Source: an optimization exercise on an open RTL-to-GDS flow (aim: small area and a short achievable clock period). Production flows keep margins and buffers that such runs may drop. In this exercise RTL edits were held to simulation tests only and were not proved equivalent to the original. Power figures rest on the tool's default switching activity, not on a simulated workload.

==> run a <==
Design ndscore_top, start of the top module:
module ndscore_top (
   input  wire                        clk,
   input  wire                        rst_n_i,
   input  wire                        inst_valid_i,
   input  wire  [32-1:0]     inst_i,
   output logic                       result_valid_o,
   output logic [5-1:0]     result_dest_o,
   output logic [32-1:0]     result_data_o
);
make LEC_CHECK=0 CAP_MARGIN=20 CORE_MARGIN=2 CORE_UTILIZATION=30 PLACE_DENSITY=0.5 SETUP_SLACK_MARGIN=2.8 SLEW_MARGIN=20 finish   # period 6.0 ns
run.sh (not shown) runs the stock make flow with config.mk's settings and CLKGATE_MAP_FILE= SYNTH_SCRIPT=/design/flow/synth_recipe.tcl, a recipe that flattens the netlist after the stock synthesis.
==> run b (differences from run a) <==
==> flow/design.v (replaced) <==
`default_nettype none
package ndscore_pkg;
   localparam logic [5:0] OPC_ALU1 = 6'b100000;
   localparam logic [5:0] OPC_ADDI = 6'b101000;
   localparam logic [5:0] OPC_ORI  = 6'b101100;
   localparam logic [5:0] OPC_XORI = 6'b101011;
   localparam logic [5:0] OPC_MOVI = 6'b100010;
   localparam logic [4:0] SUB_ADD   = 5'b00000;
   localparam logic [4:0] SUB_SUB   = 5'b00001;
   localparam logic [4:0] SUB_AND   = 5'b00010;
   localparam logic [4:0] SUB_XOR   = 5'b00011;
   localparam logic [4:0] SUB_OR    = 5'b00100;
   localparam logic [4:0] SUB_SLLI  = 5'b01000;
   localparam logic [4:0] SUB_SRLI  = 5'b01001;
   localparam logic [4:0] SUB_ROTRI = 5'b01011;
endpackage
`default_nettype wire
`timescale 1ns/1ps
`default_nettype none
module ndscore_decoder (
   input  wire                        clk,
   input  wire                        rst_n_i,
   input  wire                        inst_valid_i,
   input  wire  [32-1:0]     inst_i,
   output logic [5-1:0]     rs1_addr_o,
   output logic                       rs1_en_o,
   output logic [5-1:0]     rs2_addr_o,
   output logic                       rs2_en_o,
   input  wire  [32-1:0]     rs1_data_i,
   input  wire  [32-1:0]     rs2_data_i,
   output logic                       wr_en_q,
   output logic [5-1:0]     dest_q,
   output logic [32-1:0]     op_a_q,
   output logic [32-1:0]     op_b_q,      
   output logic                       fwd_a_q,
   output logic                       fwd_b_q,
   output logic                       add_q,       
   output logic                       sub_q,
   output logic                       and_q,
   output logic                       or_q,        
   output logic                       xor_q,
   output logic                       shift_q,
   output logic                       srl_q,
   output logic                       sll_q,
   output logic [5-1:0]    shamt_q,
   output logic [5-1:0]    rot_q        
);
   logic [5:0]               opcode;
   logic [4:0]               sub_op;
   logic [5-1:0]  shamt;
   logic                     alu1;
   logic                     is_add, is_sub, is_and, is_or, is_xor;
   logic                     is_sll, is_srl, is_rotr;
   logic                     is_addi, is_ori, is_xori, is_movi;
   logic                     rr;         
   logic                     shift;
   logic                     writes;
   logic                     fwd_a, fwd_b;
   logic [32-1:0]   imm;
   logic [32-1:0]   b_val;
   assign opcode = inst_i[30:25];
   assign sub_op = inst_i[4:0];
   assign shamt  = inst_i[14:10];
   assign alu1    = (opcode == ndscore_pkg::OPC_ALU1);
   assign is_add  = alu1 && (sub_op == ndscore_pkg::SUB_ADD);
   assign is_sub  = alu1 && (sub_op == ndscore_pkg::SUB_SUB);
   assign is_and  = alu1 && (sub_op == ndscore_pkg::SUB_AND);
   assign is_or   = alu1 && (sub_op == ndscore_pkg::SUB_OR);
   assign is_xor  = alu1 && (sub_op == ndscore_pkg::SUB_XOR);
   assign is_sll  = alu1 && (sub_op == ndscore_pkg::SUB_SLLI);
   assign is_srl  = alu1 && (sub_op == ndscore_pkg::SUB_SRLI);
   assign is_rotr = alu1 && (sub_op == ndscore_pkg::SUB_ROTRI);
   assign is_addi = (opcode == ndscore_pkg::OPC_ADDI);
   assign is_ori  = (opcode == ndscore_pkg::OPC_ORI);
   assign is_xori = (opcode == ndscore_pkg::OPC_XORI);
   assign is_movi = (opcode == ndscore_pkg::OPC_MOVI);
   assign rr     = is_add | is_sub | is_and | is_or | is_xor;
   assign shift  = is_sll | is_srl | is_rotr;
   assign writes = rr | is_sll | is_rotr | (is_srl && (shamt != '0)) |
                   is_addi | is_ori | is_xori | is_movi;
   assign rs1_addr_o = inst_i[19:15];
   assign rs2_addr_o = inst_i[14:10];
   assign fwd_a = wr_en_q && (dest_q == rs1_addr_o) && !is_movi;
   assign fwd_b = wr_en_q && (dest_q == rs2_addr_o) && rr;
   assign rs1_en_o = !is_movi && !fwd_a;
   assign rs2_en_o = rr && !fwd_b;
   always_comb begin
      imm = '0;
      if (is_addi) begin
         imm = {{(32-14-1){inst_i[14]}},
                inst_i[14:0]};
      end else if (is_ori || is_xori) begin
         imm = {{(32-14-1){1'b0}}, inst_i[14:0]};
      end else if (is_movi) begin
         imm = {{(32-19-1){inst_i[19]}},
                inst_i[19:0]};
      end
   end
   assign b_val = (rs2_data_i | imm) ^ {32{is_sub}};
   always_ff @(posedge clk or negedge rst_n_i) begin
      if (!rst_n_i) begin
         wr_en_q <= 1'b0;
      end else begin
         wr_en_q <= inst_valid_i && writes;
      end
   end
   always_ff @(posedge clk) begin
      dest_q  <= inst_i[24:20];
      op_a_q  <= rs1_data_i;
      op_b_q  <= b_val;
      fwd_a_q <= fwd_a;
      fwd_b_q <= fwd_b;
      add_q   <= is_add | is_sub | is_addi;
      sub_q   <= is_sub;
      and_q   <= is_and;
      or_q    <= is_or | is_ori | is_movi;
      xor_q   <= is_xor | is_xori;
      shift_q <= shift;
      srl_q   <= is_srl;
      sll_q   <= is_sll;
      shamt_q <= shamt;
      rot_q   <= is_sll ? (~shamt + 1'b1) : shamt;
   end
endmodule
`default_nettype wire
`timescale 1ns/1ps
`default_nettype none
module ndscore_alu (
   input  wire  [32-1:0]     op_a_i,
   input  wire  [32-1:0]     op_b_i,      
   input  wire                        fwd_a_i,
   input  wire                        fwd_b_i,
   input  wire  [32-1:0]     last_i,      
   input  wire                        add_i,
   input  wire                        sub_i,
   input  wire                        and_i,
   input  wire                        or_i,
   input  wire                        xor_i,
   input  wire                        shift_i,
   input  wire                        srl_i,
   input  wire                        sll_i,
   input  wire  [5-1:0]    shamt_i,
   input  wire  [5-1:0]    rot_i,
   output logic [32-1:0]     result_o
);
   logic [32-1:0] a, b;
   logic [32-1:0] sum;
   logic [32-1:0] logic_res;
   logic [32-1:0] rot;
   logic [32-1:0] mask;
   logic [32-1:0] rs [5+1];
   assign a = op_a_i | ({32{fwd_a_i}} & last_i);
   assign b = op_b_i ^ ({32{fwd_b_i}} & last_i);
   assign sum = a + b + {{(32-1){1'b0}}, sub_i};
   always_comb begin
      logic_res = '0;
      if (and_i) logic_res = logic_res | (a & b);
      if (or_i)  logic_res = logic_res | (a | b);
      if (xor_i) logic_res = logic_res | (a ^ b);
   end
   assign rs[0] = a;
   for (genvar k = 0; k < 5; k++) begin : g_rot
      assign rs[k+1] = rot_i[k] ? {rs[k][(1<<k)-1:0], rs[k][32-1:(1<<k)]} : rs[k];
   end
   assign rot = rs[5];
   always_comb begin
      for (int i = 0; i < 32; i++) begin
         mask[i] = shift_i && !(srl_i && (i > 32 - 1 - shamt_i))
                           && !(sll_i && (i < shamt_i));
      end
   end
   assign result_o = ({32{add_i}} & sum) | logic_res | (rot & mask);
endmodule
`default_nettype wire
`timescale 1ns/1ps
`default_nettype none
module ndscore_regfile (
   input  wire                        clk,
   input  wire                        rst_n_i,
   input  wire  [5-1:0]     rs1_addr_i,
   input  wire                        rs1_en_i,
   input  wire  [5-1:0]     rs2_addr_i,
   input  wire                        rs2_en_i,
   output logic [32-1:0]     rs1_data_o,    
   output logic [32-1:0]     rs2_data_o,    
   input  wire                        wr_en_i,
   input  wire  [5-1:0]     wr_dest_i,
   input  wire  [32-1:0]     wr_data_i
);
   logic [32-1:0] valid_q;
   logic [32-1:0] we;
   logic [32-1:0] sel1;
   logic [32-1:0] sel2;
   logic [32-1:0]   regs [32];
   for (genvar r = 0; r < 32; r++) begin : g_reg
      assign we[r]   = wr_en_i && (wr_dest_i == r);
      assign sel1[r] = rs1_en_i && valid_q[r] && (rs1_addr_i == r);
      assign sel2[r] = rs2_en_i && valid_q[r] && (rs2_addr_i == r);
      always_ff @(posedge clk) begin
         if (we[r]) begin
            regs[r] <= wr_data_i;
         end
      end
   end
   always_ff @(posedge clk or negedge rst_n_i) begin
      if (!rst_n_i) begin
         valid_q <= '0;
      end else begin
         valid_q <= valid_q | we;
      end
   end
   always_comb begin
      rs1_data_o = '0;
      rs2_data_o = '0;
      for (int r = 0; r < 32; r++) begin
         rs1_data_o = rs1_data_o | ({32{sel1[r]}} & regs[r]);
         rs2_data_o = rs2_data_o | ({32{sel2[r]}} & regs[r]);
      end
   end
endmodule
`default_nettype wire
`timescale 1ns/1ps
`default_nettype none
module ndscore_top (
   input  wire                        clk,
   input  wire                        rst_n_i,
   input  wire                        inst_valid_i,
   input  wire  [32-1:0]     inst_i,
   output logic                       result_valid_o,
   output logic [5-1:0]     result_dest_o,
   output logic [32-1:0]     result_data_o
);
   logic [5-1:0]  rs1_addr, rs2_addr;
   logic                    rs1_en, rs2_en;
   logic [32-1:0]  rs1_data, rs2_data;
   logic                    wr_en;
   logic [5-1:0]  dest;
   logic [32-1:0]  op_a, op_b;
   logic                    fwd_a, fwd_b;
   logic                    op_add, op_sub, op_and, op_or, op_xor;
   logic                    op_shift, op_srl, op_sll;
   logic [5-1:0] shamt, rot;
   logic [32-1:0]  result;
   ndscore_decoder i_decoder (
      .clk          (clk),
      .rst_n_i      (rst_n_i),
      .inst_valid_i (inst_valid_i),
      .inst_i       (inst_i),
      .rs1_addr_o   (rs1_addr),
      .rs1_en_o     (rs1_en),
      .rs2_addr_o   (rs2_addr),
      .rs2_en_o     (rs2_en),
      .rs1_data_i   (rs1_data),
      .rs2_data_i   (rs2_data),
      .wr_en_q      (wr_en),
      .dest_q       (dest),
      .op_a_q       (op_a),
      .op_b_q       (op_b),
      .fwd_a_q      (fwd_a),
      .fwd_b_q      (fwd_b),
      .add_q        (op_add),
      .sub_q        (op_sub),
      .and_q        (op_and),
      .or_q         (op_or),
      .xor_q        (op_xor),
      .shift_q      (op_shift),
      .srl_q        (op_srl),
      .sll_q        (op_sll),
      .shamt_q      (shamt),
      .rot_q        (rot)
   );
   ndscore_alu i_alu (
      .op_a_i   (op_a),
      .op_b_i   (op_b),
      .fwd_a_i  (fwd_a),
      .fwd_b_i  (fwd_b),
      .last_i   (result_data_o),
      .add_i    (op_add),
      .sub_i    (op_sub),
      .and_i    (op_and),
      .or_i     (op_or),
      .xor_i    (op_xor),
      .shift_i  (op_shift),
      .srl_i    (op_srl),
      .sll_i    (op_sll),
      .shamt_i  (shamt),
      .rot_i    (rot),
      .result_o (result)
   );
   ndscore_regfile i_regfile (
      .clk        (clk),
      .rst_n_i    (rst_n_i),
      .rs1_addr_i (rs1_addr),
      .rs1_en_i   (rs1_en),
      .rs2_addr_i (rs2_addr),
      .rs2_en_i   (rs2_en),
      .rs1_data_o (rs1_data),
      .rs2_data_o (rs2_data),
      .wr_en_i    (wr_en),
      .wr_dest_i  (dest),
      .wr_data_i  (result)
   );
   always_ff @(posedge clk or negedge rst_n_i) begin
      if (!rst_n_i) begin
         result_valid_o <= 1'b0;
      end else begin
         result_valid_o <= wr_en;
      end
   end
   always_ff @(posedge clk) begin
      result_dest_o <= dest;
      result_data_o <= result;
   end
endmodule
`default_nettype wire
PLACE_DENSITY = default   (was 0.5)
SETUP_SLACK_MARGIN = default   (was 2.8)
==> qor.yml <==
outcome:
  status: "no timing/DRC/antenna violations"
power:
  leakagePower_nw: 23.5
  p_total_w: 0.0176
  p_per_area_mw_per_mm2: 274
layout:
  comb.multi_input.count: 2573
  clock_area_share_pct: 6.61
  multi_input_area_mm2: 0.0190
  antenna_cells: 37
sta:
  tightest_slew_ns: 1.44
  fmax_mhz: 194
synth:
  synth_top_area_share_pct: 56.7
  synth_common_cells: "edfxtp_1, a22oi_1, clkbuf_1"
drt:
  wl_met3_mm: 57.8
  drt_iter0_drc: 12000
die:
  die_x_um: 429
worst_setup_path:
  startpoint: "inst_i[26]"
  cpMaxStageDelayCell: "a2111oi_2"
[end of results for run b]
==> qor.yml <==
sta:
  fmax_mhz: 300
  tightest_slew_ns: 1.21
synth:
  synth_common_cells: "edfxtp_1, a221oi_1, a22oi_1"
die:
  die_x_um: 439
drt:
  drt_iter0_drc: 10400
power:
  p_total_w: 0.0202
worst_setup_path:
  startpoint: "inst_i[17]"
layout:
  comb.multi_input.count: 2635
outcome:
  status: "no timing/DRC/antenna violations"
[end of results for run a]

-- re-timing with driven ports --
In the flow no input, the clock included, has a driving cell. The finished layouts below were timed again as built, in two steps. Step 1: set_driving_cell puts a clkbuf_16 on clk and a buf_2 on each other input, an assumption about the parent block. Step 2, shift: input delay + t, output delay - t, t = (earliest + latest rising clock arrival at the registers) / 2. This alone moves slack from input paths to output paths. Slacks: no drivers / after step 1 / after step 2; pairs: no drivers / after step 1.
run	shift t [ns]	setup slack, ns	hold slack, ns	worst setup path after step 2	latest minus earliest clock arrival (ns)
run a	0.904	2.668 / 2.671 / 1.810	0.507 / 0.507 / 0.507	input to register	0.096 / 0.095
run b	0.853	0.857 / 0.906 / 0.053	0.480 / 0.480 / 0.480	input to register	0.080 / 0.080
After both steps setup and hold are still met in every run listed. For run a, which loses most, drivers alone change the setup slack by +0.003 ns; drivers and shift together by -0.858 ns.
